Source: an optimization exercise on an open RTL-to-GDS flow (aim: small area). Production flows keep margins and buffers that such runs may drop. The RTL was checked by simulation tests, not by an equivalence proof against the original design. No activity file was given, so power comes from the tool's default toggle rates.

$ cat flow/design.v
package wb_register_file_pkg;
  localparam int DEF_DATA_W = 32;
  localparam int DEF_ADDR_W = 5;
  localparam int DEF_PEND_W = 2;
  localparam logic [4:0] REG_ZERO = 5'd0;
endpackage
module wb_pending_scoreboard
#(
  parameter int NREG = 32
) (
  input  logic                  issue_vld,
  input  logic                  issue_writes_reg,
  input  logic [NREG-1:1]       issue_dec,   
  input  logic [NREG-1:1]       ret_dec,     
  input  logic [NREG-1:1]       ret_keep,    
  input  logic                  same_dest,   
  input  logic                  ret_live,    
  input  logic [NREG-1:1]       rd_dec_a,    
  input  logic [NREG-1:1]       rd_dec_b,    
  input  logic                  use_a,
  input  logic                  use_b,
  input  logic [NREG-1:1][1:0]  pend_q,
  input  logic                  underflow_q,
  output logic [NREG-1:1][1:0]  pend_d,
  output logic                  underflow_d,
  output logic                  stall
);
  logic [NREG-1:1]      haz_r;     
  logic [1:0][NREG-1:1] pend_t;    
  logic [NREG-1:1]      hold_r;    
  logic [NREG-1:1]      iss_r;     
  logic                 hazard_a;
  logic                 hazard_b;
  logic [1:0]           pend_ret;  
  logic [1:0]           pend_iss;  
  logic [1:0]           next_ret;
  logic [1:0]           next_iss;
  logic                 saturate;
  logic                 accept;
  always_comb begin
    for (int r = 1; r < NREG; r++) begin
      haz_r[r]     = pend_q[r][1] || (pend_q[r][0] && ret_keep[r]);
      pend_t[0][r] = pend_q[r][0];
      pend_t[1][r] = pend_q[r][1];
    end
  end
  wb_rf_select #(.N(NREG-1), .W(1)) u_haz_a (.sel(rd_dec_a),  .din(haz_r),     .dout(hazard_a));
  wb_rf_select #(.N(NREG-1), .W(1)) u_haz_b (.sel(rd_dec_b),  .din(haz_r),     .dout(hazard_b));
  wb_rf_select #(.N(NREG-1), .W(1)) u_ret0  (.sel(ret_dec),   .din(pend_t[0]), .dout(pend_ret[0]));
  wb_rf_select #(.N(NREG-1), .W(1)) u_ret1  (.sel(ret_dec),   .din(pend_t[1]), .dout(pend_ret[1]));
  wb_rf_select #(.N(NREG-1), .W(1)) u_iss0  (.sel(issue_dec), .din(pend_t[0]), .dout(pend_iss[0]));
  wb_rf_select #(.N(NREG-1), .W(1)) u_iss1  (.sel(issue_dec), .din(pend_t[1]), .dout(pend_iss[1]));
  always_comb begin
    saturate    = (pend_iss == 2'd3) && !(ret_live && same_dest);
    stall       = issue_vld && ((use_a && hazard_a) || (use_b && hazard_b)
                                || (issue_writes_reg && saturate));
    accept      = issue_vld && !stall && issue_writes_reg;
    underflow_d = underflow_q || (ret_live && (pend_ret == 2'd0));
    if (accept && same_dest)   next_ret = pend_ret;
    else if (pend_ret != 2'd0) next_ret = pend_ret - 2'd1;
    else                       next_ret = 2'd0;
    next_iss = pend_iss + 2'd1;
    for (int r = 1; r < NREG; r++) begin
      iss_r[r]  = accept && issue_dec[r] && ret_keep[r];
      hold_r[r] = !(ret_dec[r] || (accept && issue_dec[r]));
    end
  end
  for (genvar r = 1; r < NREG; r++) begin : g_slot
    for (genvar b = 0; b < 2; b++) begin : g_bit
      logic nxt_n;
      wb_rf_aoi222 u_nxt (
        .a0 (next_ret[b]),   .s0 (ret_dec[r]),
        .a1 (next_iss[b]),   .s1 (iss_r[r]),
        .a2 (pend_q[r][b]),  .s2 (hold_r[r]),
        .y_n(nxt_n)
      );
      assign pend_d[r][b] = !nxt_n;
    end
  end
endmodule
module wb_rf_select
#(
  parameter int N = 32,
  parameter int W = 32
) (
  input  logic [N-1:0]        sel,
  input  logic [N-1:0][W-1:0] din,
  output logic [W-1:0]        dout
);
  localparam int G = (N + 2) / 3;
  logic [3*G-1:0]        s;
  logic [3*G-1:0][W-1:0] d;
  logic [G-1:0][W-1:0]   grp_n;
  always_comb begin
    s = '0;
    d = '0;
    s[N-1:0] = sel;
    for (int i = 0; i < N; i++) d[i] = din[i];
  end
  for (genvar g = 0; g < G; g++) begin : g_grp
    for (genvar b = 0; b < W; b++) begin : g_bit
      wb_rf_aoi222 u_aoi (
        .a0 (d[3*g][b]),   .s0 (s[3*g]),
        .a1 (d[3*g+1][b]), .s1 (s[3*g+1]),
        .a2 (d[3*g+2][b]), .s2 (s[3*g+2]),
        .y_n(grp_n[g][b])
      );
    end
  end
  always_comb begin
    dout = '0;
    for (int g = 0; g < G; g++) dout = dout | ~grp_n[g];
  end
endmodule
module wb_rf_aoi222 (
  input  logic a0, s0, a1, s1, a2, s2,
  output logic y_n
);
  assign y_n = ~((a0 & s0) | (a1 & s1) | (a2 & s2));
endmodule
module wb_register_file
#(
  parameter int DATA_W = wb_register_file_pkg::DEF_DATA_W,
  parameter int ADDR_W = wb_register_file_pkg::DEF_ADDR_W,
  parameter int PEND_W = wb_register_file_pkg::DEF_PEND_W
) (
  input  logic              ClockInput,
  input  logic              ResetInputN,
  input  logic [ADDR_W-1:0] WriteAddr,
  input  logic [DATA_W-1:0] WriteData,
  input  logic              RegWriteSignal,
  input  logic [ADDR_W-1:0] ReadAddrA,
  input  logic [ADDR_W-1:0] ReadAddrB,
  input  logic              UseA,
  input  logic              UseB,
  input  logic              IssueValid,
  input  logic              IssueWritesReg,
  input  logic [ADDR_W-1:0] IssueDest,
  output logic [DATA_W-1:0] ReadDataA,
  output logic [DATA_W-1:0] ReadDataB,
  output logic              Stall,
  output logic              RetireUnderflow
);
  localparam int NREG = 2 ** ADDR_W;
  logic [NREG-1:1]             we_dec;    
  logic [NREG-1:1]             keep;      
  logic [NREG-1:1]             a_dec;
  logic [NREG-1:1]             b_dec;
  logic [NREG-1:1]             i_dec;
  logic                        wr_live;
  logic                        hit_a;
  logic                        hit_b;
  logic [NREG-1:1]             valid_q;
  logic [NREG-1:1][DATA_W-1:0] mem_q;
  logic [NREG-1:1][DATA_W-1:0] mem_d;
  logic [NREG-1:1][1:0]        pend_q;
  logic [NREG-1:1][1:0]        pend_d;
  logic                        underflow_q;
  logic                        underflow_d;
  always_comb begin
    for (int r = 1; r < NREG; r++) begin
      we_dec[r] = RegWriteSignal && (WriteAddr == ADDR_W'(r));
      keep[r]   = !we_dec[r];
      a_dec[r]  = (ReadAddrA == ADDR_W'(r));
      b_dec[r]  = (ReadAddrB == ADDR_W'(r));
      i_dec[r]  = (IssueDest == ADDR_W'(r));
    end
  end
  assign wr_live = RegWriteSignal && (WriteAddr != '0);
  assign hit_a   = wr_live && (WriteAddr == ReadAddrA);
  assign hit_b   = wr_live && (WriteAddr == ReadAddrB);
  for (genvar r = 1; r < NREG; r++) begin : g_row
    for (genvar b = 0; b < DATA_W; b++) begin : g_bit
      wb_rf_load u_load (
        .load (we_dec[r]),
        .d    (WriteData[b]),
        .keep (keep[r]),
        .q    (mem_q[r][b]),
        .nxt  (mem_d[r][b])
      );
    end
  end
  always_ff @(posedge ClockInput) begin
    mem_q <= mem_d;
  end
  always_ff @(posedge ClockInput or negedge ResetInputN) begin
    if (!ResetInputN) begin
      valid_q     <= '0;
      pend_q      <= '0;
      underflow_q <= 1'b0;
    end else begin
      valid_q     <= valid_q | we_dec;
      pend_q      <= pend_d;
      underflow_q <= underflow_d;
    end
  end
  logic [NREG-1:0]             sel_a;
  logic [NREG-1:0]             sel_b;
  logic [NREG-1:0][DATA_W-1:0] src;
  always_comb begin
    src[0]   = WriteData;
    sel_a[0] = hit_a;
    sel_b[0] = hit_b;
    for (int r = 1; r < NREG; r++) begin
      src[r]   = mem_q[r];
      sel_a[r] = a_dec[r] && valid_q[r] && !hit_a;
      sel_b[r] = b_dec[r] && valid_q[r] && !hit_b;
    end
  end
  wb_rf_select #(.N(NREG), .W(DATA_W)) u_read_a (.sel(sel_a), .din(src), .dout(ReadDataA));
  wb_rf_select #(.N(NREG), .W(DATA_W)) u_read_b (.sel(sel_b), .din(src), .dout(ReadDataB));
  wb_pending_scoreboard #(
    .NREG (NREG)
  ) u_scoreboard (
    .issue_vld        (IssueValid),
    .issue_writes_reg (IssueWritesReg),
    .issue_dec        (i_dec),
    .ret_dec          (we_dec),
    .ret_keep         (keep),
    .same_dest        (IssueDest == WriteAddr),
    .ret_live         (wr_live),
    .rd_dec_a         (a_dec),
    .rd_dec_b         (b_dec),
    .use_a            (UseA),
    .use_b            (UseB),
    .pend_q           (pend_q),
    .underflow_q      (underflow_q),
    .pend_d           (pend_d),
    .underflow_d      (underflow_d),
    .stall            (Stall)
  );
  assign RetireUnderflow = underflow_q;
endmodule
module wb_rf_load (
  input  logic load,
  input  logic d,
  input  logic keep,
  input  logic q,
  output logic nxt
);
  assign nxt = (load & d) | (keep & q);
endmodule
$ cat flow/flow/run.sh
#!/bin/bash
# Layout flow: the standard ORFS flow (standard.sh, unchanged synthesis), with
#  - clock tree synthesis without dummy loads and with larger sink clusters (the clock
#    tree is still built by CTS from the clock port through buffers, with its usual
#    balancing),
#  - the port buffers made with a small buffer cell instead of the default pick (a
#    clock delay buffer).
# make's whole output goes to flow_make.log; ORFS keeps each step's log under orfs/logs.
set -euo pipefail
CTS="-sink_clustering_enable -repair_clock_nets -dont_use_dummy_load"
CTS="$CTS -sink_clustering_size 20 -sink_clustering_max_diameter 80"
CTS="$CTS -buf_list {sky130_fd_sc_hd__clkbuf_8 sky130_fd_sc_hd__clkbuf_16}"
bash standard.sh \
  "CTS_ARGS=$CTS" \
  "BUFFER_PORTS_ARGS=-buffer_cell sky130_fd_sc_hd__buf_2" \
  finish > flow_make.log 2>&1
$ cat flow/standard.sh
#!/bin/bash
# synth_recipe.tcl (not shown) runs the flow's synth.tcl, then flattens the netlist and writes it again
# the make line also repeats each setting of config.mk as NAME=value (left out here)
make -C /OpenROAD-flow-scripts/flow DESIGN_CONFIG=/design/flow/config.mk WORK_HOME=/design/flow/orfs CLKGATE_MAP_FILE= SYNTH_SCRIPT=/design/flow/synth_recipe.tcl "${@:-finish}"
$ cat flow/config.mk
export PLATFORM = sky130hd
export DESIGN_NAME = wb_register_file
export DESIGN_NICKNAME = wb_register_file
export VERILOG_FILES = /design/flow/design.v
export SDC_FILE = /design/flow/constraint.sdc
export NUM_CORES = 4
export LEC_CHECK = 0
export CAP_MARGIN = 20
export CORE_MARGIN = 2
export CORE_UTILIZATION = 40
export PLACE_DENSITY = 0.5
export SLEW_MARGIN = 20
export SYNTH_HIERARCHICAL = 1
export SYNTH_MINIMUM_KEEP_SIZE = 0
$ cat flow/constraint.sdc
create_clock -name core_clock -period 6.0 [get_ports {ClockInput}]
set_input_delay 1.2000 -clock core_clock [delete_from_list [all_inputs] [get_ports {ClockInput}]]
set_output_delay 1.2000 -clock core_clock [all_outputs]
set_load 0.01 [all_outputs]
==> results of run 1 <==
how the worst max path moves through the flow:
stage	start	to	slack, ps	cells after the start
2_1_floorplan	WriteAddr[2]	ReadDataB[30]	160	9
3_3_place_gp	WriteAddr[3]	ReadDataA[4]	130	11
3_5_place_dp	WriteAddr[3]	ReadDataA[4]	150	11
4_1_cts	WriteAddr[3]	ReadDataA[29]	130	12
5_1_grt	WriteAddr[3]	ReadDataA[14]	10	12
6_report	WriteAddr[3]	ReadDataA[14]	-20	12
synth_stat cells (2+ instances only):
cell      instances
nand4_1         140
dfrtp_1          94
or2_2             6
nand2b_1         40
nor2b_1           5
buf_1             3
nor4b_1           2
or3_1            73
a22o_1          993
nor3_1           47
xnor2_1           9
and3_1           31
a21o_1           32
clkbuf_1         33
buf_2             6
inv_1            96
dfxtp_1         992
nand3_1          77
and2_1            2
nor4b_2          22
nor2_1           82
buf_6             8
nand3b_1          7
conb_1            8
xor2_1            6
nand2_1          86
nor4_1            4
a21oi_1          31
a222oi_1        832
buf_4             3
nor4_2           15
or3b_2            2
flip-flops by register name (all words and copies together) (netlist names):
signal       count
underflow_q      1
valid_q         31
mem_q          992
pend_q          62
stage by stage:
step	hold slack, ps	TNS, ps	cells	worst slack [ps]
after floorplan	446	0	3941	158
after global placement	438	0	5740	126
after detailed placement	445	0	5745	147
after CTS	461	0	5813	131
after global routing	472	0	5819	10.3
final	456	-18.5	5823	-18.5
cell usage in the layout, fill, tap and decap left out, types with 7 or more instances in the layout:
cell,instances
nand3b_1,7
nand2b_1,40
nor3_2,22
nand2_1,55
a21o_1,32
buf_4,207
nor3_1,25
a21oi_1,31
a22o_1,993
nand3_1,77
and3_1,31
nor4b_4,24
buf_12,33
xnor2_1,9
clkbuf_16,68
or3_1,73
nand2_2,31
inv_1,65
a222oi_1,832
conb_1,152
nor2_1,82
dfrtp_1,94
nor4_4,17
inv_2,31
nand4_1,140
dfxtp_1,992
buf_2,123
buf_6,10
power groups by stage:
stage               Sequential (mW)  Combinational (mW)  Clock [mW]
CTS                            9.84                2.53        4.65
global placement               10.0                2.48           0
detailed placement             9.97                2.53           0
finish                         9.90                2.59        4.62
global route                   10.1                2.74        4.89
floorplan                      9.64                1.63           0
timing repair:
action | 4_1_cts | 5_1_grt
resized for setup | 0 | 1
endpoints found under the hold margin | 0 | 0
setup endpoints to repair | 0 | 2
buffers inserted | 0 | 0
logic make-up after synthesis:
logic type	after synthesis	share of synthesized area, %
AND/OR/NAND/NOR	644	8.52
adder cells (fa/ha/maj)	1	0.0282
multiplexers	1	0.0226
other	8	0.0678
XOR/XNOR	15	0.297
AO/OA/AOI/OAI	1893	39.5
buffers and inverters	149	1.44
flip-flops	1086	50.1
per-module statistics from Yosys, one instance, submodules excluded, excerpt:
module	flip-flops and latches	copies in the design
wb_rf_load	0	992
wb_register_file	1086	1
wb_rf_aoi222	0	832
final cells by class:
cell class                      instances  area [µm²]  share of cell area, %
Antenna cell                            6        15.0                 0.0291
Clock buffer                           68        1700                   3.29
Multi-Input combinational cell       2706       22600                   43.7
Inverter                               96         360                  0.698
Timing Repair Buffer                  373        2940                   5.70
Tap cell                             1488        1860                   3.60
Sequential cell                      1086       22200                   43.0
metal layers:
layer	wire length, µm	up-vias	GRT usage (%)
li1	-	18300	-
met1	92900	22700	53.7
met2	96600	4073	56.9
met3	31900	824	12.0
met4	19800	6	29.4
met5	36	-	0.255
worst max-delay path, cell delays in order:
cell and delay (ps):
buf_2 190, or2_1 170, o41ai_4 100, nor4_4 520
buf_12 220, buf_4 270, nor3_2 70, buf_4 350
a222oi_1 520, nand4_1 460, or3_1 540, buf_2 170
==> flow_summary.ini, run 1 <==
[floorplanning]
die_h_um = 337
die_x_um = 337
dieArea_um2 = 113000
num_io_pins = 125
core_um2 = 110000
start_util_pct = 40.2
rows = 122

[detailed_routing]
drc = 0
via_per_inst = 7.87
wl_per_cell_um = 41.4
ant_nets = 0
routed_wl_um = 241000
vias = 45900
drt_iter0_drc = 10600
drtPass1Iterations = 17

[finish]
final_util_pct = 46.9
layout.nets = 4391
fillerInstances = 10300
syn2layout_area_growth_pct = 16.6
final_cell_area_um2 = 51700
layout-drive-gt1-share_pct = 13.4

[yosys]
synth_seq_cells = 1086
yosys_warnings = 10
synth.cell_area_um2 = 44300
avgSynthCellArea_um2 = 11.7
async_flop_share_pct = 8.66
synthDistinctLibCells = 42
ys.flop_type = dfxtp_1
yosys.area.top_type = dfxtp_1
synthCells = 3797
synth_top_area_share_pct = 44.8
synth_edf_count = 0
yosysSeqAreaShare_pct = 50.1
synthTopCellsByArea = dfxtp_1 (45%), a22o_1 (20%), a222oi_1 (19%)

[timing]
slew_viol_final = 0
slew_headroom_pct = 18.7
hold_viol_final = 0
rsz0062_at_grt = no
tightest_slew_ps = 1210
finClkSkew_ps = 59.3
timing.final.crit_share_pct = 100
fmax_ghz = 0.166
fin_crit_ps = 6020
fin_ws_ps = -18.5
setup_viol = 1

[cts]
cts-root-buf = clkbuf_16
cts_made_buffers = 68
clk_pin_slew_worst_paths_ps = 50
cts_tree = done
hold_buffers = 0
clk_latency_ps = 670
h-tree-depth = 3
cts_buffer_depth = 3
cts.sinks = 1086

[global_routing]
grt_overflow_total = 0
track_usage_pct = 40.9
grt_max_degree = 63
grt_pass1_vias = 42900
grt_pass1_wl_um = 332000
antenna_found_initial = 12

[power]
intPower_mw = 12.0
sw_frac_of_total_pct = 30.1
power.density_nw_per_um2 = 331
power_mw = 17.1
power_frac_clock_pct = 27.0
leakage_nw = 21.5
irDropWorstVdd_v = 0.000185
pwr-share-seq_pct = 57.9
power.switching_mw = 5.16
p_comb_share_pct = 15.1

[critical_path]
critPathKind = primary input to output port
crit_path_end_kind = output port
crit_arrival_ps = 4820
cp_data_required_time_ps = 4800
reg2reg_depth = 10
path_max_fanout = 32
rrSetupSlack_ps = 2590
worstReg2RegStart = pend_q[31]$_DFF_PN0_
setup.worst_path.start_class = primary input
r2r_end = pend_q[4]$_DFF_PN0_

[place]
dp_hpwl_um = 142000
port_buffers = 124
placed_cell_area_um2 = 49900
place_congestion = 0.933

[status]
failed_checks = negative setup slack
outcome = complete, but fails checks

[job]
cap_violations = 0

[worst_hold_path]
holdPathStages = 1
hold_class = register to register
holdPathEnd = underflow_q$_DFF_PN0_
hold_start = underflow_q$_DFF_PN0_
==> run 2: changes to the inputs <==
--- a/flow/config.mk
+++ b/flow/config.mk
@@ -7,7 +7,8 @@
 export LEC_CHECK = 0
 export CAP_MARGIN = 20
+export CELL_PAD_IN_SITES_GLOBAL_PLACEMENT = 1
 export CORE_MARGIN = 2
-export CORE_UTILIZATION = 40
-export PLACE_DENSITY = 0.5
+export CORE_UTILIZATION = 45
+export GPL_TIMING_DRIVEN = 0
 export SLEW_MARGIN = 20
 export SYNTH_HIERARCHICAL = 1
==> flow_summary.ini, run 2 <==
[floorplanning]
dieArea_um2 = 101000
core_um2 = 98000
num_io_pins = 125
die_h_um = 318
rows = 115
start_util_pct = 45.2
die_x_um = 318

[cts]
hold_buffers = 0
cts_buffer_depth = 3
h-tree-depth = 3
cts_made_buffers = 67
clk_pin_slew_worst_paths_ps = 90
cts.sinks = 1086
cts-root-buf = clkbuf_16
cts_tree = done
clk_latency_ps = 670

[status]
outcome = complete, but fails checks
failed_checks = negative setup slack

[critical_path]
path_cells = buf_2 -> or2_1 -> o41ai_4 -> nor4_4 -> buf_4 -> buf_12 -> nor3_2 -> buf_4 -> buf_4 -> buf_4 -> a222oi_1 -> nand3_1 -> or3_1 -> buf_2
slowest_delay_ps = 970
cp_data_required_time_ps = 4800
crit_path_end_kind = output port
crit_arrival_ps = 4970
setup.worst_path.start_class = primary input
crit_buf_inv = 7
critPathKind = primary input to output port
crit_top_cell = buf_4
crit_family = simple AND/OR/NAND/NOR gates
slowest_stage = nor3_2
path_max_fanout = 41

[place]
placed_cell_area_um2 = 51000
port_buffers = 111
dp_hpwl_um = 151000
dp.cells = 5628
place_congestion = 0.924

[finish]
instances_no_fill = 5710
top_regs = mem_q (992), pend_q (62), valid_q (31)
layout-drive-gt1-share_pct = 14.6
final_cell_area_um2 = 52800
top_register = mem_q
final_common_cell = a22o_1
fillerInstances = 8487
final_util_pct = 53.9
layout.nets = 4473
largest_reg_flops = 992
layout_common_cells = a22o_1 (993), dfxtp_1 (992), a222oi_1 (832), conb_1 (152), buf_4 (142)
syn2layout_area_growth_pct = 19.2

[global_routing]
grt_pass1_vias = 43600
antenna_found_initial = 18
track_usage_pct = 44.3
grt_max_degree = 68
grt_pass1_wl_um = 326000
grt_overflow_total = 0

[timing]
timing.final.crit_share_pct = 103
hold_viol_final = 0
finClkSkew_ps = 36.6
fmax_ghz = 0.162
hold_ws_ps = 415
setup_viol = 11
rsz0062_at_grt = yes
tightest_slew_ps = 1150
slew_viol_final = 0
setup_tns_ps = -1030
fin_crit_ps = 6170
fin_ws_ps = -168
slew_headroom_pct = 22.6

[detailed_routing]
vias = 46800
wl_per_cell_um = 41.3
drt_iter0_drc = 11400
drc = 0
ant_nets = 0
drtPass1Iterations = 15
via_per_inst = 8.19
routed_wl_um = 236000

[yosys]
yosys_warnings = 10
synthTopCellsByArea = dfxtp_1 (45%), a22o_1 (20%), a222oi_1 (19%)
ys.flop_type = dfxtp_1
synth_edf_count = 0
yosys.area.top_type = dfxtp_1
async_flop_share_pct = 8.66
yosysMostFrequentCell = a22o_1
synth_seq_cells = 1086
avgSynthCellArea_um2 = 11.7
synthCells = 3797
synth.cell_area_um2 = 44300
yosysSeqAreaShare_pct = 50.1
synth_top_area_share_pct = 44.8
synthDistinctLibCells = 42
synth_common_cells = a22o_1 (993), dfxtp_1 (992), a222oi_1 (832), nand4_1 (140), inv_1 (96)

[power]
power.density_nw_per_um2 = 322
leakage_nw = 22.4
irDropWorstVdd_v = 0.000202

[job]
cap_violations = 0

[worst_hold_path]
hold_class = primary input to asynchronous set/reset pin
## run 2: cell counts after synthesis
Identical to the previous run, type by type.
## run 2: area by class of cell
class | count | area [µm²] | area share, %
inverters | 96 | 435 | 0.824
flip-flops and latches | 1086 | 22200 | 42.0
multi-input cells | 2706 | 22800 | 43.2
diodes | 12 | 30.0 | 0.0568
repair buffers | 406 | 3760 | 7.11
plain buffers | 50 | 302 | 0.571
well taps | 1287 | 1610 | 3.05
clock buffers | 67 | 1680 | 3.17
## run 2: worst paths after layout
kind	cells after the start	slack (ps)	startpoint	to
max	14	-170	WriteAddr[2]	ReadDataB[18]
max in group asynchronous	2	4900	ResetInputN	pend_q[46]$_DFF_PN0_
max reg2reg	10	2210	pend_q[24]$_DFF_PN0_	pend_q[49]$_DFF_PN0_
min in group core_clock	1	500	valid_q[3]$_DFF_PN0_	valid_q[3]$_DFF_PN0_
min	1	410	ResetInputN	valid_q[25]$_DFF_PN0_
min reg2reg	1	500	valid_q[3]$_DFF_PN0_	valid_q[3]$_DFF_PN0_
## run 2: timing repair
item | CTS | global route
resized for setup | 10 | 18
endpoints found under the setup margin | 49 | 14
gates cloned | 0 | 1
pin swaps | 2 | 3
setup buffers | 3 | 2
## run 2: power breakdown
group          total [mW]  switching (mW)  internal, mW
logic                2.58            1.31          1.28
registers            9.86            1.19          8.67
clock network        4.57            2.57          2.00
## run 2: kinds of logic after synthesis
kind of cell,count (synthesis),share of synthesized area (%)
buffers and inverters,149,1.44
adder cells (fa/ha/maj),1,0.0282
other,8,0.0678
multiplexers,1,0.0226
flip-flops,1086,50.1
XOR/XNOR,15,0.297
AO/OA/AOI/OAI,1893,39.5
AND/OR/NAND/NOR,644,8.52
## run 2: per-stage QoR
| step | power, mW | setup slack [ps] |
|---|---|---|
| after floorplan | 11.3 | 158 |
| after global placement | 12.2 | -5150 |
| after detailed placement | 12.4 | -866 |
| final | 17.0 | -168 |
| after global routing | 17.6 | -47.0 |
| after CTS | 16.9 | -92.0 |
## run 2: modules after synthesis, one instance, submodules excluded, excerpt
module / flops+latches / cells
wb_rf_load: 0 / 1
wb_rf_aoi222: 0 / 1
wb_register_file: 1086 / 1508
## run 2: metal layers
metal | vias up | global-route usage, % | wire (µm)
met5 | - | 0 | 42
met4 | 6 | 24.5 | 15300
met3 | 925 | 17.6 | 38000
met2 | 4546 | 61.6 | 94300
met1 | 22800 | 58.1 | 88100
li1 | 18500 | - | -
==> run 3: changes to the inputs <==
--- a/flow/design.v
+++ b/flow/design.v
@@ -88,23 +88,29 @@
   output logic [W-1:0]        dout
 );
-  localparam int G = (N + 2) / 3;
-  logic [3*G-1:0]        s;
-  logic [3*G-1:0][W-1:0] d;
-  logic [G-1:0][W-1:0]   grp_n;
-  always_comb begin
-    s = '0;
-    d = '0;
-    s[N-1:0] = sel;
-    for (int i = 0; i < N; i++) d[i] = din[i];
-  end
-  for (genvar g = 0; g < G; g++) begin : g_grp
+  localparam int G3 = N / 3;         
+  localparam int R  = N - 3 * G3;    
+  localparam int G  = G3 + (R > 0 ? 1 : 0);
+  logic [G-1:0][W-1:0] grp_n;
+  for (genvar g = 0; g < G3; g++) begin : g_grp
     for (genvar b = 0; b < W; b++) begin : g_bit
       wb_rf_aoi222 u_aoi (
-        .a0 (d[3*g][b]),   .s0 (s[3*g]),
-        .a1 (d[3*g+1][b]), .s1 (s[3*g+1]),
-        .a2 (d[3*g+2][b]), .s2 (s[3*g+2]),
+        .a0 (din[3*g][b]),   .s0 (sel[3*g]),
+        .a1 (din[3*g+1][b]), .s1 (sel[3*g+1]),
+        .a2 (din[3*g+2][b]), .s2 (sel[3*g+2]),
         .y_n(grp_n[g][b])
       );
     end
+  end
+  if (R == 2) begin : g_rest2
+    for (genvar b = 0; b < W; b++) begin : g_bit
+      wb_rf_aoi222 u_aoi (
+        .a0 (din[3*G3][b]),   .s0 (sel[3*G3]),
+        .a1 (din[3*G3+1][b]), .s1 (sel[3*G3+1]),
+        .a2 (din[3*G3+1][b]), .s2 (sel[3*G3+1]),
+        .y_n(grp_n[G3][b])
+      );
+    end
+  end else if (R == 1) begin : g_rest1
+    assign grp_n[G3] = ~(din[3*G3] & {W{sel[3*G3]}});
   end
   always_comb begin
@@ -204,6 +210,6 @@
     for (int r = 1; r < NREG; r++) begin
       src[r]   = mem_q[r];
-      sel_a[r] = a_dec[r] && valid_q[r] && !hit_a;
-      sel_b[r] = b_dec[r] && valid_q[r] && !hit_b;
+      sel_a[r] = a_dec[r] && valid_q[r] && keep[r];
+      sel_b[r] = b_dec[r] && valid_q[r] && keep[r];
     end
   end
--- a/flow/flow/run.sh
+++ b/flow/flow/run.sh
@@ -9,6 +9,6 @@
 set -euo pipefail
 CTS="-sink_clustering_enable -repair_clock_nets -dont_use_dummy_load"
-CTS="$CTS -sink_clustering_size 20 -sink_clustering_max_diameter 80"
-CTS="$CTS -buf_list {sky130_fd_sc_hd__clkbuf_8 sky130_fd_sc_hd__clkbuf_16}"
+CTS="$CTS -sink_clustering_size 24 -sink_clustering_max_diameter 70"
+CTS="$CTS -buf_list {sky130_fd_sc_hd__clkbuf_16}"
 bash standard.sh \
   "CTS_ARGS=$CTS" \
--- a/flow/config.mk
+++ b/flow/config.mk
@@ -7,8 +7,8 @@
 export LEC_CHECK = 0
 export CAP_MARGIN = 20
-export CELL_PAD_IN_SITES_GLOBAL_PLACEMENT = 1
 export CORE_MARGIN = 2
-export CORE_UTILIZATION = 45
-export GPL_TIMING_DRIVEN = 0
+export CORE_UTILIZATION = 40
+export PLACE_DENSITY = 0.5
+export SETUP_SLACK_MARGIN = 0.25
 export SLEW_MARGIN = 20
 export SYNTH_HIERARCHICAL = 1
==> flow_summary.ini, run 3 <==
[status]
outcome = no timing/DRC/antenna violations

[yosys]
avgSynthCellArea_um2 = 11.7
yosys_warnings = 10
synthCells = 3755
synth_seq_cells = 1086
ys.flop_type = dfxtp_1
yosysSeqAreaShare_pct = 50.6
yosysMostFrequentCell = a22o_1
async_flop_share_pct = 8.66
synth_common_cells = a22o_1 (993), dfxtp_1 (992), a222oi_1 (826), nand4_1 (141), nor2_1 (100)
synth_top_area_share_pct = 45.2
synth_edf_count = 0
synthTopCellsByArea = dfxtp_1 (45%), a22o_1 (20%), a222oi_1 (19%)
synthDistinctLibCells = 45
yosys.area.top_type = dfxtp_1
synth.cell_area_um2 = 43900

[floorplanning]
die_h_um = 335
core_um2 = 109000
die_x_um = 335
start_util_pct = 40.3
num_io_pins = 125
rows = 121
dieArea_um2 = 112000

[critical_path]
reg2reg_depth = 10
path_max_fanout = 26
slowest_stage = and3_2
cp-startpoint = WriteAddr[2]
crit_top_cell = buf_2
worstReg2RegStart = pend_q[24]$_DFF_PN0_
worstSetupPathDepth = 8
rrSetupSlack_ps = 2620
crit_arrival_ps = 4630
r2r_end = pend_q[58]$_DFF_PN0_
slowest_delay_ps = 670
crit_buf_inv = 2
endpoint = ReadDataA[12]
path_cells = buf_2 -> nor2b_1 -> nand2_2 -> and3_2 -> a222oi_1 -> nand4_1 -> or3_1 -> buf_2
crit_family = simple AND/OR/NAND/NOR gates
critPathKind = primary input to output port
cp_data_required_time_ps = 4800
setup.worst_path.start_class = primary input
crit_path_end_kind = output port

[global_routing]
track_usage_pct = 42.2
grt_overflow_total = 0
grt_pass1_vias = 44800
grt_pass1_wl_um = 341000
antenna_found_initial = 19
grt_max_degree = 65

[cts]
cts_tree = done
cts_buffer_depth = 3
cts.sinks = 1086
cts_resized = 0
hold_buffers = 0
h-tree-depth = 3
clk_latency_ps = 680
clk_pin_slew_worst_paths_ps = 60
post_cts_buffers = 0
cts-root-buf = clkbuf_16
cts_made_buffers = 75

[detailed_routing]
vias = 46700
drtPass1Iterations = 13
routed_wl_um = 248000
via_per_inst = 8.42
ant_nets = 0
wl_per_cell_um = 44.7
drc = 0
drt_iter0_drc = 10500

[timing]
hold_viol_final = 0
fin_ws_ps = 174
slew_headroom_pct = 21.3
hold_ws_ps = 465
setup_viol = 0
finClkSkew_ps = 79.0
slew_viol_final = 0
fmax_ghz = 0.172
rsz0062_at_grt = no
fin_crit_ps = 5830
tightest_slew_ps = 1180
timing.final.crit_share_pct = 97.1
setup_tns_ps = 0

[finish]
layout.nets = 4178
largest_reg_flops = 992
final_util_pct = 46.0
top_regs = mem_q (992), pend_q (62), valid_q (31)
top_register = mem_q
layout_common_cells = a22o_1 (993), dfxtp_1 (992), a222oi_1 (826), buf_4 (190), nand4_1 (141)
final_common_cell = a22o_1
syn2layout_area_growth_pct = 14.0
layout-drive-gt1-share_pct = 12.6

[place]
dp_hpwl_um = 141000
post-place-ws_ps = 453
port_buffers = 124
place_congestion = 0.963

[job]
cap_violations = 0

[worst_hold_path]
hold_class = register to register
holdPathStages = 1

[power]
leakage_nw = 20.8
power.density_nw_per_um2 = 344
irDropWorstVdd_v = 0.000189
## run 3: cell types whose count changed after synthesis, moves of 10 or more
cell and delta:
and3_1 +10, buf_2 +11, clkbuf_1 -20, nand2_1 -52
nor2_1 +18, nor3_1 +16, nor4_2 -15, nor4b_2 -22
o21ai_0 +26
## run 3: final cells by class
cell class              instances  area, µm²
clock buffers                  75       1880
repair buffers                326       2300
well taps                    1414       1770
diodes                         13       32.5
multi-input cells            2533      21500
fillers                      9948      58800
flip-flops and latches       1086      22200
inverters                      96        360
## run 3: worst register-to-register path: cells and delay by family, from the launching register on
family / cells / cell delay, ps
buf+inv: 2 / 290
simple gates: 1 / 180
compound gates: 6 / 2190
mux: 1 / 190
flops: 1 / 420
## run 3: worst min-delay path by stage
stage,endpoint,start,slack (ps)
floorplan,valid_q[10]$_DFF_PN0_,valid_q[10]$_DFF_PN0_,430
global placement,underflow_q$_DFF_PN0_,underflow_q$_DFF_PN0_,450
detailed placement,valid_q[27]$_DFF_PN0_,valid_q[27]$_DFF_PN0_,450
CTS,valid_q[25]$_DFF_PN0_,valid_q[25]$_DFF_PN0_,460
global route,valid_q[30]$_DFF_PN0_,valid_q[30]$_DFF_PN0_,480
finish,valid_q[2]$_DFF_PN0_,valid_q[2]$_DFF_PN0_,460
## run 3: Yosys stat by module, one instance, submodules excluded, a selection
| module | cells inside | copies in the design |
|---|---|---|
| wb_register_file | 1480 | 1 |
| wb_rf_aoi222 | 1 | 826 |
| wb_rf_load | 1 | 992 |
## run 3: cell families after synthesis
| group | Yosys count | synth area share [%] |
|---|---|---|
| XOR/XNOR | 15 | 0.299 |
| AO/OA/AOI/OAI | 1919 | 40.1 |
| adder cells (fa/ha/maj) | 1 | 0.0285 |
| buffers and inverters | 136 | 1.35 |
| multiplexers | 1 | 0.0228 |
| AND/OR/NAND/NOR | 597 | 7.59 |
| flip-flops | 1086 | 50.6 |
## run 3: metrics by stage
stage | cell area [µm²] | power (mW) | cells
floorplan | 44000 | 11.2 | 3755
global placement | 48200 | 12.2 | 5455
detailed placement | 48200 | 12.4 | 5455
CTS | 50000 | 17.1 | 5530
global route | 50000 | 17.7 | 5533
finish | 50100 | 17.2 | 5543
## run 3: power breakdown
part           total, mW  switching (mW)  internal, mW  leakage, nW
clock network       4.82            2.61          2.22        0.924
registers           9.85            1.21          8.64         9.46
logic               2.54            1.34          1.20         10.4
## run 3: routing by layer
metal | wire length (µm) | track usage, % | vias to the layer above
li1 | - | - | 18000
met1 | 89600 | 52.0 | 23200
met2 | 105000 | 62.6 | 4382
met3 | 33200 | 12.8 | 1056
met4 | 20000 | 29.7 | 8
met5 | 51 | 0.391 | -
==> run 4: changes to the inputs <==
--- a/flow/config.mk
+++ b/flow/config.mk
@@ -6,10 +6,10 @@
 export NUM_CORES = 4
 export LEC_CHECK = 0
-export CAP_MARGIN = 20
+export CAP_MARGIN = 10
 export CORE_MARGIN = 2
 export CORE_UTILIZATION = 40
 export PLACE_DENSITY = 0.5
 export SETUP_SLACK_MARGIN = 0.25
-export SLEW_MARGIN = 20
+export SLEW_MARGIN = 10
 export SYNTH_HIERARCHICAL = 1
 export SYNTH_MINIMUM_KEEP_SIZE = 0
==> flow_summary.ini, run 4 <==
[status]
outcome = no timing/DRC/antenna violations

[finish]
largest_reg_flops = 992
top_regs = mem_q (992), pend_q (62), valid_q (31)
fillerInstances = 9948
layout_common_cells = a22o_1 (993), dfxtp_1 (992), a222oi_1 (826), buf_4 (190), nand4_1 (141)
layout.nets = 4178
instances_no_fill = 5543
multi_input_area_um2 = 21500
syn2layout_area_growth_pct = 14.0
layout-drive-gt1-share_pct = 12.6
final_common_cell = a22o_1
top_register = mem_q
seq_area_um2 = 22200
final_util_pct = 46.0

[worst_hold_path]
hold_start = valid_q[2]$_DFF_PN0_
hold_class = register to register

[power]
irDropWorstVdd_v = 0.000189
power.density_nw_per_um2 = 344
leakage_nw = 20.8
power_mw = 17.2

[yosys]
yosysSeqAreaShare_pct = 50.6
synth_common_cells = a22o_1 (993), dfxtp_1 (992), a222oi_1 (826), nand4_1 (141), nor2_1 (100)
yosysMostFrequentCell = a22o_1
avgSynthCellArea_um2 = 11.7
yosys_warnings = 10
synth.cell_area_um2 = 43900
synth_top_area_share_pct = 45.2
yosys.area.top_type = dfxtp_1
ys.flop_type = dfxtp_1
synthTopCellsByArea = dfxtp_1 (45%), a22o_1 (20%), a222oi_1 (19%)
synthCells = 3755
synthDistinctLibCells = 45
synth_seq_cells = 1086
async_flop_share_pct = 8.66
synth_edf_count = 0

[cts]
cts_tree = done
cts.sinks = 1086
cts_buffer_depth = 3
cts_made_buffers = 75
hold_buffers = 0
clk_latency_ps = 680
h-tree-depth = 3
cts-root-buf = clkbuf_16
post_cts_buffers = 0
cts_resized = 0
clk_pin_slew_worst_paths_ps = 60

[global_routing]
grt_pass1_vias = 44800
antenna_found_initial = 19
grt_pass1_wl_um = 341000
grt_overflow_total = 0
track_usage_pct = 42.2
grt_max_degree = 65

[timing]
fin_ws_ps = 174
rsz0062_at_grt = no
hold_viol_final = 0
timing.final.crit_share_pct = 97.1
setup_viol = 0
slew_viol_final = 0
hold_ws_ps = 465
fmax_ghz = 0.172
tightest_slew_ps = 1180
fin_crit_ps = 5830
slew_headroom_pct = 21.3
finClkSkew_ps = 79.0

[critical_path]
setup.worst_path.start_class = primary input
path_cells = buf_2 -> nor2b_1 -> nand2_2 -> and3_2 -> a222oi_1 -> nand4_1 -> or3_1 -> buf_2
crit_path_end_kind = output port
path_max_fanout = 26
crit_arrival_ps = 4630
crit_top_cell = buf_2
critPathKind = primary input to output port
slowest_delay_ps = 670
slowest_stage = and3_2
cp_data_required_time_ps = 4800
worstReg2RegStart = pend_q[24]$_DFF_PN0_
cp-startpoint = WriteAddr[2]

[job]
cap_violations = 0

[detailed_routing]
drt_iter0_drc = 10500
drc = 0
via_per_inst = 8.42
vias = 46700
wl_per_cell_um = 44.7
ant_nets = 0
drtPass1Iterations = 13
routed_wl_um = 248000

[floorplanning]
core_um2 = 109000
num_io_pins = 125
dieArea_um2 = 112000
rows = 121
die_x_um = 335
die_h_um = 335
start_util_pct = 40.3

[place]
post-place-ws_ps = 453
dp.cells = 5455
dp_hpwl_um = 141000
port_buffers = 124
place_congestion = 0.963
==> run 4: cell counts in the layout (fill, tap and decap cells not counted) <==
No cell type changed its count.
==> run 4: critical path: cells and delay by family <==
family	cells	cell delay, ps
and+or+nand+nor	5	2410
AOI/OAI and AO/OA	1	630
buffers and inverters	2	360
==> run 4: area by class of cell <==
| cell class | count | area share (%) |
|---|---|---|
| sequential | 1086 | 44.4 |
| multi-input combinational | 2533 | 43.0 |
| timing repair buffer | 326 | 4.60 |
| clock buffer | 75 | 3.75 |
| tap | 1414 | 3.53 |
| inverter | 96 | 0.720 |
| antenna | 13 | 0.0650 |
==> run 4: routing by layer <==
metal / track usage, % / share of wire [%] / vias up
li1: - / - / 18000
met5: 0.391 / 0.021 / -
met4: 29.7 / 8.1 / 8
met3: 12.8 / 13 / 1056
met1: 52.0 / 36 / 23200
met2: 62.6 / 42 / 4382
==> run 4: logic make-up after synthesis <==
kind of cell             Yosys count  share of synthesized area (%)
AO/OA/AOI/OAI                   1919                           40.1
XOR/XNOR                          15                          0.299
adder cells (fa/ha/maj)            1                         0.0285
buffers and inverters            136                           1.35
flip-flops                      1086                           50.6
multiplexers                       1                         0.0228
AND/OR/NAND/NOR                  597                           7.59
==> run 4: power breakdown <==
part           internal, mW  switching (mW)
Clock                  2.22            2.61
Combinational          1.20            1.34
Sequential             8.64            1.21
==> run 4: modules after synthesis, one instance, submodules excluded, a selection <==
module            cell area, µm²  cells  copies in the design
wb_register_file           24300   1480                     1
wb_rf_aoi222                10.0      1                   826
wb_rf_load                  8.76      1                   992
==> run 4: metrics by stage <==
step	cell area, µm²	TNS (ps)
after floorplan	44000	-45580
after global placement	48200	0
after detailed placement	48200	0
after CTS	50000	0
after global routing	50000	0
final	50100	0
==> run 4: path summary, 6_finish.rpt <==
kind / to / slack, ps / cells after the start
worst max-delay path: ReadDataA[12] / 170 / 8
worst min-delay path: valid_q[2]$_DFF_PN0_ / 460 / 1
worst max register to register: pend_q[58]$_DFF_PN0_ / 2620 / 10
worst min register to register: valid_q[2]$_DFF_PN0_ / 460 / 1
max in group asynchronous: valid_q[1]$_DFF_PN0_ / 4210 / 2
min in group asynchronous: pend_q[59]$_DFF_PN0_ / 590 / 1
==> run 5: changes to the inputs <==
--- a/flow/flow/run.sh
+++ b/flow/flow/run.sh
@@ -9,5 +9,5 @@
 set -euo pipefail
 CTS="-sink_clustering_enable -repair_clock_nets -dont_use_dummy_load"
-CTS="$CTS -sink_clustering_size 24 -sink_clustering_max_diameter 70"
+CTS="$CTS -sink_clustering_size 30 -sink_clustering_max_diameter 80"
 CTS="$CTS -buf_list {sky130_fd_sc_hd__clkbuf_16}"
 bash standard.sh \
--- a/flow/config.mk
+++ b/flow/config.mk
@@ -6,10 +6,10 @@
 export NUM_CORES = 4
 export LEC_CHECK = 0
-export CAP_MARGIN = 10
+export CAP_MARGIN = 20
 export CORE_MARGIN = 2
 export CORE_UTILIZATION = 40
 export PLACE_DENSITY = 0.5
-export SETUP_SLACK_MARGIN = 0.25
-export SLEW_MARGIN = 10
+export SETUP_SLACK_MARGIN = 0.18
+export SLEW_MARGIN = 20
 export SYNTH_HIERARCHICAL = 1
 export SYNTH_MINIMUM_KEEP_SIZE = 0
==> flow_summary.ini, run 5 <==
[yosys]
yosys_warnings = 10
synth_seq_cells = 1086
ys.flop_type = dfxtp_1
avgSynthCellArea_um2 = 11.7
synthDistinctLibCells = 45
async_flop_share_pct = 8.66
synth_common_cells = a22o_1 (993), dfxtp_1 (992), a222oi_1 (826), nand4_1 (141), nor2_1 (100)
yosysSeqAreaShare_pct = 50.6
yosys.area.top_type = dfxtp_1
synthTopCellsByArea = dfxtp_1 (45%), a22o_1 (20%), a222oi_1 (19%)
synth.cell_area_um2 = 43900
synth_top_area_share_pct = 45.2
synth_edf_count = 0
synthCells = 3755
yosysMostFrequentCell = a22o_1

[timing]
rsz0062_at_grt = no
slew_headroom_pct = 20.6
timing.final.crit_share_pct = 96.9
slew_viol_final = 0
fmax_ghz = 0.172
setup_viol = 0
hold_viol_final = 0
setup_tns_ps = 0
fin_crit_ps = 5810
finClkSkew_ps = 39.7
tightest_slew_ps = 1190

[floorplanning]
num_io_pins = 125
dieArea_um2 = 112000
core_um2 = 109000
start_util_pct = 40.3
rows = 121
die_x_um = 335
die_h_um = 335

[cts]
cts_tree = done
cts_resized = 0
post_cts_buffers = 0
clk_pin_slew_worst_paths_ps = 60
cts_made_buffers = 54
cts-root-buf = clkbuf_16
hold_buffers = 0
cts.sinks = 1086
h-tree-depth = 2
clk_latency_ps = 710
cts_buffer_depth = 3

[finish]
top_regs = mem_q (992), pend_q (62), valid_q (31)
final_util_pct = 45.5
layout_common_cells = a22o_1 (993), dfxtp_1 (992), a222oi_1 (826), buf_4 (190), nand4_1 (141)
final_common_cell = a22o_1
layout-drive-gt1-share_pct = 12.1
largest_reg_flops = 992
layout.nets = 4157
syn2layout_area_growth_pct = 12.8
top_register = mem_q
instances_no_fill = 5514

[global_routing]
grt_max_degree = 65
grt_pass1_wl_um = 340000
track_usage_pct = 42.0
grt_overflow_total = 0
antenna_found_initial = 16
grt_pass1_vias = 44800

[detailed_routing]
drt_iter0_drc = 10400
routed_wl_um = 247000
via_per_inst = 8.39
drc = 0
ant_nets = 0
wl_per_cell_um = 44.8
drtPass1Iterations = 13
vias = 46300

[critical_path]
crit_arrival_ps = 4610
slowest_stage = and3_2
critPathKind = primary input to output port
path_cells = buf_2 -> nor2b_1 -> nand2_2 -> and3_2 -> a222oi_1 -> nand4_1 -> or3_1 -> buf_2
crit_path_end_kind = output port
crit_buf_inv = 2
cp_data_required_time_ps = 4800
slowest_delay_ps = 680
path_max_fanout = 26
crit_top_cell = buf_2
crit_family = simple AND/OR/NAND/NOR gates
setup.worst_path.start_class = primary input

[worst_hold_path]
hold_class = register to register

[place]
dp_hpwl_um = 141000
dp.cells = 5455
port_buffers = 124
place_congestion = 0.963

[status]
outcome = no timing/DRC/antenna violations

[power]
power_mw = 16.5
power.density_nw_per_um2 = 333
leakage_nw = 20.5
irDropWorstVdd_v = 0.000246

[job]
cap_violations = 0
==> run 5: cell counts after synthesis <==
Identical to the previous run, type by type.
==> run 5: report_power, final <==
part	leakage [nW]	switching [mW]	internal, mW	total, mW
combinational	10.4	1.34	1.20	2.54
sequential	9.46	1.21	8.63	9.84
clock	0.665	2.49	1.60	4.09
total	20.5	5.04	11.4	16.5
==> run 5: worst paths after layout <==
| kind | depth (start not counted) | from | slack [ps] | end |
|---|---|---|---|---|
| setup / recovery | 8 | WriteAddr[2] | 190 | ReadDataA[12] |
| hold / removal | 1 | underflow_q$_DFF_PN0_ | 460 | underflow_q$_DFF_PN0_ |
| setup reg to reg | 10 | pend_q[24]$_DFF_PN0_ | 2590 | pend_q[10]$_DFF_PN0_ |
| hold reg to reg | 1 | underflow_q$_DFF_PN0_ | 460 | underflow_q$_DFF_PN0_ |
| max in group asynchronous | 2 | ResetInputN | 4250 | valid_q[26]$_DFF_PN0_ |
| min in group asynchronous | 1 | ResetInputN | 540 | valid_q[19]$_DFF_PN0_ |
==> run 5: logic make-up (layout without fill, tap and decap cells) <==
| kind of cell | Yosys count | count (layout) | synth area share, % |
|---|---|---|---|
| adders and majority gates | 1 | 1 | 0.0285 |
| other | 0 | 5 | 0 |
| DFF | 1086 | 1086 | 50.6 |
| muxes | 1 | 1 | 0.0228 |
| xor gates and xnor gates | 15 | 15 | 0.299 |
| and+or+nand+nor | 597 | 597 | 7.59 |
| AOI/OAI and AO/OA | 1919 | 1919 | 40.1 |
| buffers and inverters | 136 | 476 | 1.35 |
==> run 5: worst reg2reg max path: stages, from the launching register on <==
cell      delay, ps
dfrtp_1         430
a21o_1          230
a222oi_1        580
nand4_1         180
a2111o_1        320
a22o_1          320
a311o_1         360
mux2i_2         190
buf_12          180
a222oi_1        420
inv_1            90
==> run 5: metrics by stage <==
stage / area (µm²) / worst slack [ps] / hold WS, ps
2_1_floorplan: 44000 / -713 / 427
3_3_place_gp: 48200 / 475 / 446
3_5_place_dp: 48200 / 453 / 446
4_1_cts: 49500 / 439 / 464
5_1_grt: 49500 / 303 / 476
6_report: 49500 / 186 / 461
==> run 5: final cells by class <==
cell class                      count  area [µm²]
Antenna cell                        5        12.5
Sequential cell                  1086       22200
Clock buffer                       54        1350
Timing Repair Buffer              326        2300
Tap cell                         1414        1770
Fill cell                        9997       59300
Inverter                           96         360
Multi-Input combinational cell   2533       21500
==> run 5: metal layers <==
layer / share of wire [%] / vias up / GRT usage (%)
met5: 0.036 / - / 0.391
met1: 36 / 23000 / 51.5
li1: - / 17900 / -
met4: 8.0 / 16 / 29.8
met2: 43 / 4374 / 62.7
met3: 13 / 991 / 12.6
==> run 5: Yosys stat by module (local to each module, per instance), excerpt <==
module / flip-flops and latches / area [µm²] / times used / cells inside
wb_register_file: 1086 / 24300 / 1 / 1480
wb_rf_aoi222: 0 / 10.0 / 826 / 1
wb_rf_load: 0 / 8.76 / 992 / 1
==> run 6: changes to the inputs <==
--- a/flow/flow/run.sh
+++ b/flow/flow/run.sh
@@ -9,5 +9,5 @@
 set -euo pipefail
 CTS="-sink_clustering_enable -repair_clock_nets -dont_use_dummy_load"
-CTS="$CTS -sink_clustering_size 30 -sink_clustering_max_diameter 80"
+CTS="$CTS -sink_clustering_size 28 -sink_clustering_max_diameter 75"
 CTS="$CTS -buf_list {sky130_fd_sc_hd__clkbuf_16}"
 bash standard.sh \
--- a/flow/config.mk
+++ b/flow/config.mk
@@ -10,5 +10,5 @@
 export CORE_UTILIZATION = 40
 export PLACE_DENSITY = 0.5
-export SETUP_SLACK_MARGIN = 0.18
+export SETUP_SLACK_MARGIN = 0.22
 export SLEW_MARGIN = 20
 export SYNTH_HIERARCHICAL = 1
==> flow_summary.ini, run 6 <==
[status]
outcome = no timing/DRC/antenna violations

[critical_path]
setup.worst_path.start_class = primary input
crit_path_end_kind = output port
path_max_fanout = 26
cp_data_required_time_ps = 4800
cp-startpoint = WriteAddr[2]
crit_arrival_ps = 4540
critPathKind = primary input to output port
rrSetupSlack_ps = 2550
worstReg2RegStart = pend_q[24]$_DFF_PN0_

[global_routing]
antenna_found_initial = 18
grt_pass1_wl_um = 340000
grt_max_degree = 65
track_usage_pct = 42.0
grt_overflow_total = 0
grt_pass1_vias = 44800

[timing]
finClkSkew_ps = 82.2
fmax_ghz = 0.174
fin_crit_ps = 5740
rsz0062_at_grt = no
timing.final.crit_share_pct = 95.7
setup_viol = 0
slew_headroom_pct = 21.0
hold_viol_final = 0
tightest_slew_ps = 1180
slew_viol_final = 0
fin_ws_ps = 257

[yosys]
synth_common_cells = a22o_1 (993), dfxtp_1 (992), a222oi_1 (826), nand4_1 (141), nor2_1 (100)
synthDistinctLibCells = 45
yosysMostFrequentCell = a22o_1
avgSynthCellArea_um2 = 11.7
synth_seq_cells = 1086
yosysSeqAreaShare_pct = 50.6
synthCells = 3755
yosys_warnings = 10
synthTopCellsByArea = dfxtp_1 (45%), a22o_1 (20%), a222oi_1 (19%)
synth_edf_count = 0
async_flop_share_pct = 8.66
yosys.area.top_type = dfxtp_1
synth.cell_area_um2 = 43900
synth_top_area_share_pct = 45.2
ys.flop_type = dfxtp_1

[cts]
cts_resized = 0
hold_buffers = 0
clk_latency_ps = 690
cts.sinks = 1086
cts_buffer_depth = 3
cts_tree = done
clk_pin_slew_worst_paths_ps = 60
cts-root-buf = clkbuf_16
cts_made_buffers = 67
h-tree-depth = 3
post_cts_buffers = 0

[power]
irDropWorstVdd_v = 0.000198
power_mw = 16.9
power.density_nw_per_um2 = 339
leakage_nw = 20.7

[place]
dp_hpwl_um = 141000
dp.cells = 5455
place_congestion = 0.963
port_buffers = 124
post-place-ws_ps = 453

[floorplanning]
num_io_pins = 125
rows = 121
dieArea_um2 = 112000
die_x_um = 335
start_util_pct = 40.3
core_um2 = 109000
die_h_um = 335

[finish]
syn2layout_area_growth_pct = 13.6
layout-drive-gt1-share_pct = 12.4
top_regs = mem_q (992), pend_q (62), valid_q (31)
largest_reg_flops = 992
top_register = mem_q
final_util_pct = 45.8
layout_common_cells = a22o_1 (993), dfxtp_1 (992), a222oi_1 (826), buf_4 (190), nand4_1 (141)
final_common_cell = a22o_1
layout.nets = 4170
fillerInstances = 9982
instances_no_fill = 5536

[detailed_routing]
wl_per_cell_um = 44.5
routed_wl_um = 247000
ant_nets = 0
drtPass1Iterations = 12
drt_iter0_drc = 10800
vias = 46400
via_per_inst = 8.38
drc = 0

[job]
cap_violations = 0

[worst_hold_path]
hold_start = valid_q[25]$_DFF_PN0_
hold_class = register to register
-- run 6: cell counts after synthesis --
No cell type changed its count.
-- run 6: modules after synthesis, one instance, submodules excluded, excerpt --
module | flops+latches | copies in the design | cell area, µm² | cells
wb_register_file | 1086 | 1 | 24300 | 1480
wb_rf_aoi222 | 0 | 826 | 10.0 | 1
wb_rf_load | 0 | 992 | 8.76 | 1
-- run 6: logic make-up (layout without fill, tap and decap cells) --
| group | count (synthesis) | count (layout) | share of synthesized area [%] |
|---|---|---|---|
| buffers and inverters | 136 | 489 | 1.35 |
| multiplexers | 1 | 1 | 0.0228 |
| adder cells (fa/ha/maj) | 1 | 1 | 0.0285 |
| XOR/XNOR | 15 | 15 | 0.299 |
| AND/OR/NAND/NOR | 597 | 597 | 7.59 |
| flip-flops | 1086 | 1086 | 50.6 |
| other | 0 | 14 | 0 |
| AO/OA/AOI/OAI | 1919 | 1919 | 40.1 |
-- run 6: worst paths after layout --
| check | to | depth (start not counted) |
|---|---|---|
| worst max-delay path | ReadDataA[12] | 8 |
| worst min-delay path | valid_q[25]$_DFF_PN0_ | 1 |
| worst max register to register | pend_q[58]$_DFF_PN0_ | 9 |
| worst min register to register | valid_q[25]$_DFF_PN0_ | 1 |
| max in group asynchronous | valid_q[14]$_DFF_PN0_ | 2 |
| min in group asynchronous | pend_q[59]$_DFF_PN0_ | 1 |
-- run 6: cell type report --
cell class / count / area [µm²] / share of cell area (%)
Sequential cell: 1086 / 22200 / 44.5
Multi-Input combinational cell: 2533 / 21500 / 43.1
Clock buffer: 67 / 1680 / 3.36
Tap cell: 1414 / 1770 / 3.55
Antenna cell: 14 / 35.0 / 0.0702
Inverter: 96 / 360 / 0.723
Timing Repair Buffer: 326 / 2300 / 4.62
-- run 6: metrics by stage --
step / TNS, ps / cell area, µm² / hold slack [ps]
2_1_floorplan: -45580 / 44000 / 427
3_3_place_gp: 0 / 48200 / 446
3_5_place_dp: 0 / 48200 / 446
4_1_cts: 0 / 49800 / 463
5_1_grt: 0 / 49900 / 475
6_report: 0 / 49900 / 468
-- run 6: routing by layer --
| metal | vias to the layer above | global-route usage [%] | routed length (µm) |
|---|---|---|---|
| met5 | - | 0.608 | 59 |
| met4 | 10 | 29.5 | 20100 |
| met3 | 1043 | 13.2 | 33000 |
| met2 | 4356 | 62.6 | 105000 |
| met1 | 23000 | 51.4 | 88500 |
| li1 | 18000 | - | - |
-- run 6: power by group --
group | internal, mW | switching, mW
registers | 8.64 | 1.21
clock network | 1.99 | 2.55
logic | 1.20 | 1.34
total | 11.8 | 5.10
-- run 6: worst max-delay path, stage by stage --
cell and delay (ps):
buf_2 210, nor2b_1 550, nand2_2 230, and3_2 680, a222oi_1 570, nand4_1 440, or3_1 480, buf_2 150
==> run 7: changes to the inputs <==
--- a/flow/flow/run.sh
+++ b/flow/flow/run.sh
@@ -9,5 +9,5 @@
 set -euo pipefail
 CTS="-sink_clustering_enable -repair_clock_nets -dont_use_dummy_load"
-CTS="$CTS -sink_clustering_size 28 -sink_clustering_max_diameter 75"
+CTS="$CTS -sink_clustering_size 26 -sink_clustering_max_diameter 72"
 CTS="$CTS -buf_list {sky130_fd_sc_hd__clkbuf_16}"
 bash standard.sh \
--- a/flow/config.mk
+++ b/flow/config.mk
@@ -10,5 +10,5 @@
 export CORE_UTILIZATION = 40
 export PLACE_DENSITY = 0.5
-export SETUP_SLACK_MARGIN = 0.22
+export SETUP_SLACK_MARGIN = 0.13
 export SLEW_MARGIN = 20
 export SYNTH_HIERARCHICAL = 1
==> flow_summary.ini, run 7 <==
[place]
dp_hpwl_um = 141000
port_buffers = 124
placed_cell_area_um2 = 48200
place_congestion = 0.963

[critical_path]
crit_family = simple AND/OR/NAND/NOR gates
reg2reg_depth = 10
slowest_delay_ps = 670
crit_top_cell = buf_2
path_cells = buf_2 -> nor2b_1 -> nand2_2 -> and3_2 -> a222oi_1 -> nand4_1 -> or3_1 -> buf_2
crit_path_end_kind = output port
setup.worst_path.start_class = primary input
crit_arrival_ps = 4560
r2r_end = pend_q[26]$_DFF_PN0_
slowest_stage = and3_2
crit_buf_inv = 2
path_max_fanout = 26
cp_data_required_time_ps = 4800
worstReg2RegStart = pend_q[24]$_DFF_PN0_
critPathKind = primary input to output port
rrSetupSlack_ps = 2630

[yosys]
synth.cell_area_um2 = 43900
synth_common_cells = a22o_1 (993), dfxtp_1 (992), a222oi_1 (826), nand4_1 (141), nor2_1 (100)
yosysMostFrequentCell = a22o_1
ys.flop_type = dfxtp_1
synth_top_area_share_pct = 45.2
yosysSeqAreaShare_pct = 50.6
yosys.area.top_type = dfxtp_1
synth_seq_cells = 1086
synthTopCellsByArea = dfxtp_1 (45%), a22o_1 (20%), a222oi_1 (19%)
synth_edf_count = 0
async_flop_share_pct = 8.66
avgSynthCellArea_um2 = 11.7
synthCells = 3755
yosys_warnings = 10
synthDistinctLibCells = 45

[worst_hold_path]
holdPathStages = 1
hold_class = register to register
holdPathEnd = valid_q[25]$_DFF_PN0_
hold_start = valid_q[25]$_DFF_PN0_

[detailed_routing]
drt_iter0_drc = 10800
wl_per_cell_um = 44.5
routed_wl_um = 247000
via_per_inst = 8.38
drtPass1Iterations = 14
vias = 46500
ant_nets = 0
drc = 0

[cts]
cts_resized = 0
clk_latency_ps = 680
cts_made_buffers = 73
post_cts_buffers = 0
cts-root-buf = clkbuf_16
clk_pin_slew_worst_paths_ps = 60
h-tree-depth = 3
hold_buffers = 0
cts.sinks = 1086
cts_tree = done
cts_buffer_depth = 3

[timing]
fmax_ghz = 0.174
hold_viol_final = 0
finClkSkew_ps = 75.4
rsz0062_at_grt = no
tightest_slew_ps = 1160
timing.final.crit_share_pct = 96.0
fin_crit_ps = 5760
slew_viol_final = 0
setup_viol = 0
slew_headroom_pct = 22.6

[finish]
top_regs = mem_q (992), pend_q (62), valid_q (31)
fillerInstances = 9972
final_common_cell = a22o_1
layout-drive-gt1-share_pct = 12.5
top_register = mem_q
final_cell_area_um2 = 50000
largest_reg_flops = 992
final_util_pct = 46.0
layout_common_cells = a22o_1 (993), dfxtp_1 (992), a222oi_1 (826), buf_4 (190), nand4_1 (141)
syn2layout_area_growth_pct = 13.9
layout.nets = 4176

[power]
irDropWorstVdd_v = 0.000220
leakage_nw = 20.8
power.density_nw_per_um2 = 343

[job]
cap_violations = 0

[global_routing]
grt_pass1_wl_um = 341000
track_usage_pct = 42.1
grt_max_degree = 65
antenna_found_initial = 20
grt_overflow_total = 0
grt_pass1_vias = 44800

[floorplanning]
die_x_um = 335
start_util_pct = 40.3
rows = 121
num_io_pins = 125
core_um2 = 109000
dieArea_um2 = 112000
die_h_um = 335

[status]
outcome = no timing/DRC/antenna violations
run 7: cell counts after synthesis:
Identical to the previous run, type by type.
run 7: worst max path at each step:
stage / from / end / slack [ps] / cells past startpoint
finish: WriteAddr[2] / ReadDataA[12] / 240 / 8
global route: WriteAddr[0] / ReadDataA[2] / 260 / 10
CTS: WriteAddr[2] / ReadDataA[16] / 440 / 9
detailed placement: WriteAddr[0] / ReadDataA[2] / 450 / 10
global placement: WriteAddr[2] / ReadDataB[11] / 470 / 8
floorplan: WriteAddr[3] / ReadDataA[0] / -710 / 7
run 7: final cells by class:
cell class	count	area (µm²)	area share [%]
sequential	1086	22200	44.4
multi-input combinational	2533	21500	43.0
timing repair buffer	326	2300	4.60
clock buffer	73	1830	3.65
tap	1414	1770	3.54
inverter	96	360	0.720
antenna	15	37.5	0.0750
run 7: through the flow:
step                hold slack (ps)  std cells  power [mW]  TNS [ps]  setup slack (ps)
floorplan                       427       3755        11.2    -45580              -713
global placement                446       5455        12.2         0               475
detailed placement              446       5455        12.4         0               453
CTS                             463       5528        17.0         0               439
global route                    475       5535        17.7         0               255
finish                          467       5543        17.1         0               240
run 7: report_power, final:
group,switching (mW),total (mW),internal (mW)
combinational,1.34,2.54,1.20
clock,2.59,4.75,2.16
sequential,1.21,9.84,8.64
total,5.14,17.1,12.0
run 7: worst register-to-register path: cells and delay by family (launching register included):
kind	cells	cell delay, ps
buffers and inverters	2	260
flip-flops	1	420
multiplexers	1	190
AND/OR/NAND/NOR	1	180
AO/OA/AOI/OAI	6	2170
run 7: cells by family (layout without fill, tap and decap cells):
logic type               after synthesis  count (layout)  share of synthesized area, %
AO/OA/AOI/OAI                       1919            1919                          40.1
flip-flops                          1086            1086                          50.6
AND/OR/NAND/NOR                      597             597                          7.59
buffers and inverters                136             495                          1.35
XOR/XNOR                              15              15                         0.299
adder cells (fa/ha/maj)                1               1                        0.0285
multiplexers                           1               1                        0.0228
other                                  0              15                             0
run 7: Yosys stat by module, one instance, submodules excluded, a selection:
module	cell area, µm²	cells inside
wb_register_file	24300	1480
wb_rf_aoi222	10.0	1
wb_rf_load	8.76	1
run 7: routing by layer:
layer  wire (µm)  vias to the layer above  part of all wire, %  global-route usage (%)
met4       19000                       14                  7.7                    28.7
met3       32700                     1004                   13                    13.2
met2      105000                     4390                   43                    62.9
li1            -                    18000                    -                       -
met5          83                        -                0.034                   0.391
met1       89500                    23100                   36                    51.7

-- what the ideal ports hide --
How much do the figures lean on ideal ports? The routed layouts below were timed once more, with nothing changed but the port constraints. Step 1 (the two cells are an assumption about what drives the block):
set clk [get_ports {ClockInput}]
set_driving_cell -lib_cell sky130_fd_sc_hd__clkbuf_16 $clk
set_driving_cell -lib_cell sky130_fd_sc_hd__buf_2 [delete_from_list [all_inputs] $clk]
Step 2 times the ports against the registers' clock, not the clock port: input delays grow and output delays shrink by t, the midpoint of the rising clock arrivals with the driver on. a / b / c = ideal / step 1 / step 2; a / b = the first two.
run	shift t [ns]	setup WS [ns]	hold WS [ns]	clock arrival spread, ns	cell pins on the clock port's net
run 1	0.734	-0.018 / -0.048 / -0.048	0.456 / 0.456 / 0.456	0.097 / 0.097	1
run 2	0.736	-0.168 / -0.188 / -0.188	0.415 / 0.378 / 0.503	0.055 / 0.055	1
run 3	0.738	0.174 / 0.146 / 0.146	0.465 / 0.465 / 0.465	0.102 / 0.101	1
run 4	0.738	0.174 / 0.146 / 0.146	0.465 / 0.465 / 0.465	0.102 / 0.101	1
run 5	0.784	0.186 / 0.158 / 0.158	0.461 / 0.461 / 0.461	0.067 / 0.067	1
run 6	0.725	0.257 / 0.229 / 0.229	0.468 / 0.468 / 0.468	0.087 / 0.087	1
run 7	0.730	0.240 / 0.212 / 0.212	0.467 / 0.467 / 0.467	0.091 / 0.092	1
The setup slack of run 1, which loses most, moves by -0.030 ns with the drivers and by -0.030 ns with both steps.
